Background: an optimization exercise with open tools, aiming at small area, a short achievable clock period and few clock cycles. Do not read the settings as production practice. In this exercise RTL edits were held to simulation tests only and were not proved equivalent to the original.

==> run K <==
==> flow/design.v (excerpt) <==
module kepler_equation_solver_unit #(
	parameter int MAX_ITERATIONS = 30
) (
	input  logic             clk,
	input  logic             arst_n,
	input  logic             start,
	output logic             busy,
	input  logic [31:0]      mean_anomaly,
	input  logic [27:0]      eccentricity,
	output logic             done,
	output logic [31:0]      eccentric_anomaly,
	output logic [4:0]       step_count,
	output logic             converged,
	input  logic             psel,
	input  logic             penable,
	input  logic             pwrite,
	input  logic [2:0]       paddr,
	input  logic [31:0]      pwdata,
	output logic [31:0]      prdata,
	output logic             pready
);
	logic [27:0] tol_q;
	logic        load, lctx, pick, pick_ctx, cur, pctx, big, finish, bw, bwctx, bslot;
	logic [3:0]  osel;
	logic        p_t1, p_k1, p_k2, p_k3, p_div, p_u1, p_u2;
	logic [23:0] cw;
	logic [31:0] prdata_q;
	assign pready = 1'b1;
	assign prdata = prdata_q;
	always_ff @(posedge clk or negedge arst_n) begin
		if (!arst_n)
			tol_q <= 28'd1;
		else if (psel && penable && pwrite && (paddr[2] == 1'b0))
			tol_q <= pwdata[27:0];
	end
	always_ff @(posedge clk)
		prdata_q <= (paddr[2] == 1'b0) ? {4'b0, tol_q} : 32'd0;
	kes_ctrl u_ctrl (
		.clk      (clk),
		.arst_n   (arst_n),
		.start    (start),
		.big      (big),
		.finish   (finish),
		.load     (load),
		.lctx     (lctx),
		.pick     (pick),
		.pick_ctx (pick_ctx),
		.cur      (cur),
		.cw       (cw),
		.pctx     (pctx),
		.p_t1     (p_t1),
		.p_k1     (p_k1),
		.p_k2     (p_k2),
		.p_k3     (p_k3),
		.p_div    (p_div),
		.p_u1     (p_u1),
		.p_u2     (p_u2),
		.bw       (bw),
		.bwctx    (bwctx),
		.bslot    (bslot),
		.osel     (osel),
		.busy     (busy),
		.done     (done)
	);
	kes_datapath #(
		.MAX_ITERATIONS (MAX_ITERATIONS)
	) u_datapath (
		.clk               (clk),
		.load              (load),
		.lctx              (lctx),
		.pick              (pick),
		.pick_ctx          (pick_ctx),
		.cur               (cur),
		.cw                (cw),
		.pctx              (pctx),
		.p_t1              (p_t1),
		.p_k1              (p_k1),
		.p_k2              (p_k2),
		.p_k3              (p_k3),
		.p_div             (p_div),
		.p_u1              (p_u1),
		.p_u2              (p_u2),
		.bw                (bw),
		.bwctx             (bwctx),
		.bslot             (bslot),
  ...
Settings: LEC_CHECK=0, CAP_MARGIN=20, CORE_MARGIN=2, CORE_UTILIZATION=40, SETUP_SLACK_MARGIN=5, SLEW_MARGIN=20; clock period 13.0 ns.
run.sh (not shown) runs the stock make flow with config.mk's settings and CLKGATE_MAP_FILE= SYNTH_SCRIPT=/design/flow/synth_recipe.tcl, a recipe that flattens the netlist after the stock synthesis.
==> run H: changes against run K <==
--- a/flow/design.v
+++ b/flow/design.v
@@ -122,34 +122,34 @@
 	logic [2:0]  cs_n [2];
 	logic [2:0]  seq_q [2];
 	logic [2:0]  bseq_q [2];
 	logic [1:0]  bv_q, bv_n, bout_q;
 	logic [2:0]  inseq_q, outseq_q;
 	logic [3:0]  osel_q, osel_n;
 	logic        mrun_q, mrun_n, cur_q, cur_n;
-	logic        mlast_q, mlast_n, lastctx_q, lastctx_n;
 	logic [4:0]  pc_q, pc_n;
 	logic [2:0]  ps_q, ps_n;
 	logic        pctx_q, pctx_n;
 	logic [$clog2(NDIV)-1:0] divc_q, divc_n;
 	logic [23:0] cw_q, cw_n;
 	logic [1:0]  freeish, rdy, fin_now, o_ctx, o_buf, fin_wait;
-	logic        older1;
+	logic        mend, older1;
 	logic [2:0]  age0, age1;
 	always_comb begin
 		for (int c = 0; c < 2; c++)
 			freeish[c] = (cs_q[c] == C_FREE) || (cs_q[c] == C_OUT);
 		busy = !(freeish[0] || freeish[1]);
 		load = start && !busy;
 		lctx = !freeish[0];
 		for (int c = 0; c < 2; c++) begin
 			fin_now[c] = (ps_q == P_U2) && (pctx_q == c[0]);
 			rdy[c] = (cs_q[c] == C_READY) || (fin_now[c] && !finish);
 		end
-		pick = (!mrun_q || (pc_q == PC_LAST - 5'd1) || (pc_q == PC_LAST)) && (rdy[0] || rdy[1]);
+		mend = mrun_q && (pc_q == PC_LAST);
+		pick = (!mrun_q || mend) && (rdy[0] || rdy[1]);
 		age0 = seq_q[0] - outseq_q;
 		age1 = seq_q[1] - outseq_q;
 		older1 = age1 < age0;
 		pick_ctx = (rdy[0] && rdy[1]) ? older1 : rdy[1];
 		for (int c = 0; c < 2; c++) begin
 			o_ctx[c] = (seq_q[c] == outseq_q)
 			        && ((cs_q[c] == C_FIN) || (fin_now[c] && finish));
@@ -163,43 +163,39 @@
 		bv_n  = bv_q & ~bout_q;
 		if (bw)
 			bv_n[bslot] = 1'b1;
 		for (int c = 0; c < 2; c++) begin
 			cs_n[c] = cs_q[c];
 			case (cs_q[c])
 				C_FREE, C_OUT: cs_n[c] = C_FREE;
-				C_MULT:        if (mlast_q && (lastctx_q == c[0])) cs_n[c] = C_POST;
+				C_MULT:        if (mend && (cur_q == c[0])) cs_n[c] = C_POST;
 				C_POST:        if (fin_now[c])
 				                   cs_n[c] = finish ? (o_ctx[c] ? C_OUT : C_FIN) : C_READY;
 				C_FIN:         if (o_ctx[c])
 				                   cs_n[c] = C_OUT;
 				               else if (bw && (bwctx == c[0]))
 				                   cs_n[c] = C_FREE;
 				default: ;
 			endcase
 			if (rdy[c] && pick && (pick_ctx == c[0]))
 				cs_n[c] = C_MULT;
 			if (load && (lctx == c[0]))
 				cs_n[c] = C_READY;
 		end
-		mrun_n    = mrun_q;
-		cur_n     = cur_q;
-		pc_n      = pc_q + 5'd1;
-		mlast_n   = mrun_q && (pc_q == PC_LAST - 5'd1);
-		lastctx_n = cur_q;
-		if (mrun_q && (pc_q == PC_LAST))
+		mrun_n = mrun_q;
+		cur_n  = cur_q;
+		pc_n   = pc_q + 5'd1;
+		if (mend)
 			mrun_n = 1'b0;
 		if (pick) begin
 			mrun_n = 1'b1;
 			cur_n  = pick_ctx;
 			pc_n   = '0;
 		end
 		cw_n = mrun_n ? rom(pc_n) : '0;
-		if (mlast_n)
-			cw_n = cw_n | rom(PC_LAST);
 		pctx_n = pctx_q;
 		divc_n = '0;
 		case (ps_q)
 			P_T1:  ps_n = P_K1;
 			P_K1:  ps_n = P_K2;
 			P_K2:  ps_n = P_K3;
 			P_K3:  ps_n = big ? P_U1 : P_DIV;
@@ -208,17 +204,17 @@
 				divc_n = divc_q + 1'b1;
 				if (divc_q == ($clog2(NDIV))'(NDIV - 1))
 					ps_n = P_U1;
 			end
 			P_U1:  ps_n = P_U2;
 			default: ps_n = P_IDLE;
 		endcase
-		if (mlast_q) begin
+		if (mend) begin
 			ps_n   = P_T1;
-			pctx_n = lastctx_q;
+			pctx_n = cur_q;
 		end
 	end
 	always_ff @(posedge clk or negedge arst_n) begin
 		if (!arst_n) begin
 			cs_q[0]   <= C_FREE;
 			cs_q[1]   <= C_FREE;
 			seq_q[0]  <= '0;
@@ -227,16 +223,14 @@
 			bseq_q[1] <= '0;
 			bv_q      <= '0;
 			bout_q    <= '0;
 			inseq_q   <= '0;
 			outseq_q  <= '0;
 			osel_q    <= '0;
 			mrun_q    <= 1'b0;
-			mlast_q   <= 1'b0;
-			lastctx_q <= 1'b0;
 			cur_q     <= 1'b0;
 			pc_q      <= '0;
 			ps_q      <= P_IDLE;
 			pctx_q    <= 1'b0;
 			divc_q    <= '0;
 			cw_q      <= '0;
 		end else begin
@@ -249,16 +243,14 @@
 			if (bw)
 				bseq_q[bslot] <= seq_q[bwctx];
 			bv_q     <= bv_n;
 			bout_q   <= o_buf;
 			outseq_q <= outseq_q + 3'(|osel_n);
 			osel_q   <= osel_n;
 			mrun_q   <= mrun_n;
-			mlast_q  <= mlast_n;
-			lastctx_q <= lastctx_n;
 			cur_q    <= cur_n;
 			pc_q     <= pc_n;
 			ps_q     <= ps_n;
 			pctx_q   <= pctx_n;
 			divc_q   <= divc_n;
 			cw_q     <= cw_n;
 		end
@@ -3484,32 +3476,30 @@
 	logic [27:0]        e_q [2];
 	logic [CW-1:0]      cnt_q [2];
 	logic               conv_q [2];
 	logic signed [31:0] bea_q [2];
 	logic [CW-1:0]      bcnt_q [2];
 	logic               bconv_q [2];
 	logic [27:0]        ecur_q;
-	logic [4:0]         kpos_q, kneg_q;
+	logic signed [34:0] kh_q;
 	logic [1:0]         kq_q;
 	logic [29:0]        a_q;
 	logic               xneg_q;
 	logic [1:0]         quad_q;
-	logic [29:0]        y_q;
-	logic [8:0]         ns_q, nc_q;
+	logic [29:0]        y_q, ns_q, nc_q;
 	logic [29:0]        opa_q;
 	logic [30:0]        opb_q;
 	logic [29:0]        opc_q, opc2_q;
 	logic               msk_q, cupm2_q;
 	logic [8:0]         qe9_q, n9_q;
 	logic [3:0]         kc_q;
 	logic [30:0]        pes_q, pcr_q;
 	logic               pxneg_q;
 	logic [1:0]         pquad_q;
-	logic signed [35:0] d4_q;
-	logic [35:0]        mag_q;
+	logic signed [35:0] d4_q, nd4_q, f_q, nf_q;
 	logic               fneg_q, fzero_q, big_q;
 	logic [30:0]        d_q;
 	logic [32:0]        d3_q;
 	logic [30:0]        rem_q;
 	logic [QB-1:0]      rq_q;
 	logic [27:0]        dq_q;
 	logic               conv1_q;
@@ -3528,41 +3518,36 @@
 			1:       fold_kh = 35'sd3373259426;
 			2:       fold_kh = 35'sd5059889139;
 			3:       fold_kh = 35'sd6746518852;
 			default: fold_kh = 35'sd8433148565;
 		endcase
 	endfunction
 	logic signed [34:0] x0, kh, xp, xn;
-	logic [4:0]         kpos, kneg;
 	logic [1:0]         kq;
 	logic [29:0]        fa;
 	always_comb begin
 		x0 = $signed({ea_q[cur][31], ea_q[cur], 2'b00});
-		kpos = '0;
-		kneg = '0;
+		kh = '0;
 		kq = 2'd0;
 		for (int j = 0; j < 5; j++) begin
 			if (x0 > fold_t(j)) begin
-				kpos = 5'd1 << j;
-				kq   = 2'(j + 1);
+				kh = fold_kh(j);
+				kq = 2'(j + 1);
 			end else if (x0 < -fold_t(j)) begin
-				kneg = 5'd1 << j;
-				kq   = 2'(-(j + 1));
+				kh = -fold_kh(j);
+				kq = 2'(-(j + 1));
 			end
 		end
-		kh = '0;
-		for (int j = 0; j < 5; j++)
-			kh = kh | ({35{kpos_q[j]}} & fold_kh(j)) | ({35{kneg_q[j]}} & -fold_kh(j));
-		xp = x0 - kh;
-		xn = kh - x0;
+		xp = x0 - kh_q;
+		xn = kh_q - x0;
 		fa = xp[34] ? xn[29:0] : xp[29:0];
 	end
 	logic [60:0] prod;
 	logic [28:0] qe;
-	logic [8:0]  nsel;
+	logic [29:0] nsel;
 	logic [7:0]  kk;
 	logic [8:0]  rr9;
 	logic        cup;
 	logic [29:0] opa_n;
 	logic [30:0] opb_n;
 	logic [29:0] opc_n;
 	kes_mul u_mul (
@@ -3608,19 +3593,19 @@
 			default: begin ps_mag = pcr_q; sneg = 1'b1;     pc_mag = pes_q; cneg = pxneg_q; end
 		endcase
 		psx  = sneg ? {5'b0, ps_mag} : ~{5'b0, ps_mag};
 		npsx = ~psx;
 		pcx  = cneg ? {2'b0, pc_mag} : ~{2'b0, pc_mag};
 	end
 	assign f_n  = d4_q + $signed(psx) + 36'(!sneg);
-	assign nf_n = $signed(~d4_q) + $signed(npsx) + (sneg ? 36'sd2 : 36'sd1);
+	assign nf_n = nd4_q + $signed(npsx) + 36'(sneg);
 	assign d33  = $signed({2'b0, kes_pkg::ONE30}) + $signed(pcx) + 33'(!cneg);
 	assign d_n  = (d33 < 33'sd1) ? 31'd1 : d33[30:0];
-	assign mag  = f_n[35] ? nf_n : f_n;
-	assign big  = (mag_q[35:33] != 3'd0) || (mag_q[32:0] >= {1'b0, d_q, 1'b0});
+	assign mag  = f_q[35] ? nf_q : f_q;
+	assign big  = (mag[35:33] != 3'd0) || (mag[32:0] >= {1'b0, d_q, 1'b0});
 	logic [32:0] sh, d1, d2;
 	logic [30:0] rem_n;
 	logic [1:0]  dig;
 	assign d1 = {2'b0, d_q};
 	assign d2 = {1'b0, d_q, 1'b0};
 	assign sh = {rem_q, rq_q[QB-1:QB-2]};
 	always_comb begin
@@ -3680,63 +3665,64 @@
 			end
 		end
 		if (bw) begin
 			bea_q[bslot]   <= ea_q[bwctx];
 			bcnt_q[bslot]  <= cnt_q[bwctx];
 			bconv_q[bslot] <= conv_q[bwctx];
 		end
+		if (pick)
+			ecur_q <= e_q[pick_ctx];
 		opa_q <= opa_n;
 		opb_q <= opb_n;
 		opc_q   <= opc_n;
 		msk_q   <= sc[0] | sc[1];
 		qe9_q   <= qe[8:0];
-		n9_q    <= nsel;
+		n9_q    <= nsel[8:0];
 		kc_q    <= kc;
 		opc2_q  <= opc_q;
 		cupm2_q <= msk_q & cup;
 		if (op == 3'd1) begin
-			kpos_q <= kpos;
-			kneg_q <= kneg;
-			kq_q   <= kq;
+			kh_q <= kh;
+			kq_q <= kq;
 		end
 		if (op == 3'd2) begin
 			a_q    <= fa;
 			xneg_q <= xp[34];
 			quad_q <= kq_q;
-			ecur_q <= e_q[cur];
 		end
 		if (op == 3'd3) begin
 			y_q  <= prod[59:30];
-			ns_q <= prod[38:30];
-			nc_q <= prod[38:30];
+			ns_q <= prod[59:30];
+			nc_q <= prod[59:30];
 		end
 		if (op == 3'd4)
-			ns_q <= prod[38:30];
+			ns_q <= prod[59:30];
 		if (op == 3'd5)
-			nc_q <= prod[38:30];
-		if (p_t1) begin
-			pes_q   <= prod[58:28];
-			pquad_q <= quad_q;
-			pxneg_q <= xneg_q;
-		end
+			nc_q <= prod[59:30];
+		if (p_t1)
+			pes_q <= prod[58:28];
 		if (p_k1) begin
 			pcr_q   <= prod[58:28];
+			pquad_q <= quad_q;
+			pxneg_q <= xneg_q;
 			d4_q    <= 36'($signed({ea_q[pctx][31], ea_q[pctx]}) - $signed({m_q[pctx][31], m_q[pctx]})) <<< 2;
+			nd4_q   <= 36'($signed({m_q[pctx][31], m_q[pctx]}) - $signed({ea_q[pctx][31], ea_q[pctx]})) <<< 2;
 		end
 		if (p_k2) begin
-			mag_q   <= mag;
-			fneg_q  <= f_n[35];
-			fzero_q <= f_n == 36'sd0;
-			d_q     <= d_n;
+			f_q  <= f_n;
+			nf_q <= nf_n;
+			d_q  <= d_n;
 		end
 		if (p_k3) begin
+			fneg_q  <= f_q[35];
+			fzero_q <= f_q == 36'sd0;
 			big_q   <= big;
 			d3_q    <= {2'b0, d_q} + {1'b0, d_q, 1'b0};
-			rem_q   <= 31'(mag_q >> (QB - 30));
-			rq_q    <= {mag_q[QB-31:0], 30'b0};
+			rem_q   <= 31'(mag >> (QB - 30));
+			rq_q    <= {mag[QB-31:0], 30'b0};
 		end
 		if (p_div) begin
 			rem_q <= rem_n;
 			rq_q  <= {rq_q[QB-3:0], dig};
 		end
 		if (p_u1) begin
 			dq_q    <= dq;
@@ -3772,25 +3758,22 @@
 	output logic             pready
 );
 	logic [27:0] tol_q;
 	logic        load, lctx, pick, pick_ctx, cur, pctx, big, finish, bw, bwctx, bslot;
 	logic [3:0]  osel;
 	logic        p_t1, p_k1, p_k2, p_k3, p_div, p_u1, p_u2;
 	logic [23:0] cw;
-	logic [31:0] prdata_q;
 	assign pready = 1'b1;
-	assign prdata = prdata_q;
+	assign prdata = (paddr[2] == 1'b0) ? {4'b0, tol_q} : 32'd0;
 	always_ff @(posedge clk or negedge arst_n) begin
 		if (!arst_n)
 			tol_q <= 28'd1;
 		else if (psel && penable && pwrite && (paddr[2] == 1'b0))
 			tol_q <= pwdata[27:0];
 	end
-	always_ff @(posedge clk)
-		prdata_q <= (paddr[2] == 1'b0) ? {4'b0, tol_q} : 32'd0;
 	kes_ctrl u_ctrl (
 		.clk      (clk),
 		.arst_n   (arst_n),
 		.start    (start),
 		.big      (big),
 		.finish   (finish),
 		.load     (load),
- SETUP_SLACK_MARGIN: 5 -> default
==> summary.txt <==
quantity	run H	run K
Met3 wire length	25.4 mm	23.3 mm
Yosys cell types	108	98
Fill cell instance count of the final layout	22700	21800
Wire length of the first global-routing pass	464 mm	436 mm
Worst slew margin relative to its limit	14.2%	9.50%
Combined area of the multi-input logic cells	59600 µm²	57400 µm²
Number of placed instances, taps included	12800	12200
Sink count of the clock tree	1119	1076
Delay of the slowest cell on the worst path	0.92 ns	0.74 ns
Kind of start point of the critical path	input pin	flop
Run status	no timing/DRC/antenna violations	no timing/DRC/antenna violations
Capture point of the critical path	prdata[13]	u_datapath.opb_q[29]
Wire length on met2	139 mm	132 mm
Final-layout clock buffer total	143	155
Proportion of netlist area held by the largest area contributor	23.6%	22.3%
Met2 track demand over resource in global routing	39.1%	38.6%
Number of flip-flops and latches	1119	1076
FP Rows	180	176
Aggregate routed wire length	308 mm	290 mm
Vias after detailed routing	73100	69300
Testbench counts of run K, summed over its fixed seeds: cycles 139,402.
Testbench counts of run H, summed over its fixed seeds: cycles 142,706.

[what the ideal ports hide]
Ports are ideal in the flow. The routed layouts listed here were re-timed in OpenROAD. Step 1 assumes that a clkbuf_16 drives the clock port and a buf_2 every other input. Step 2 adds t to the input delays and takes it off the output delays; t is the mean of the earliest and latest rising clock arrival at the registers after step 1. Input paths then give back, and output paths get back, about the clock's delay inside the block. Three values: ideal ports, drivers, drivers and shift; two values: the first two.
run	shift t [ns]	setup WS [ns]	worst data-port slew with drivers (ns)	pins driven straight from the clock port
run K	0.849	5.981 / 5.981 / 5.981	0.18	1
run H	0.837	5.964 / 5.937 / 5.937	0.14	1
After both steps setup and hold are still met in every run listed. For run H, which loses most, drivers alone change the setup slack by -0.027 ns; drivers and shift together by -0.027 ns.
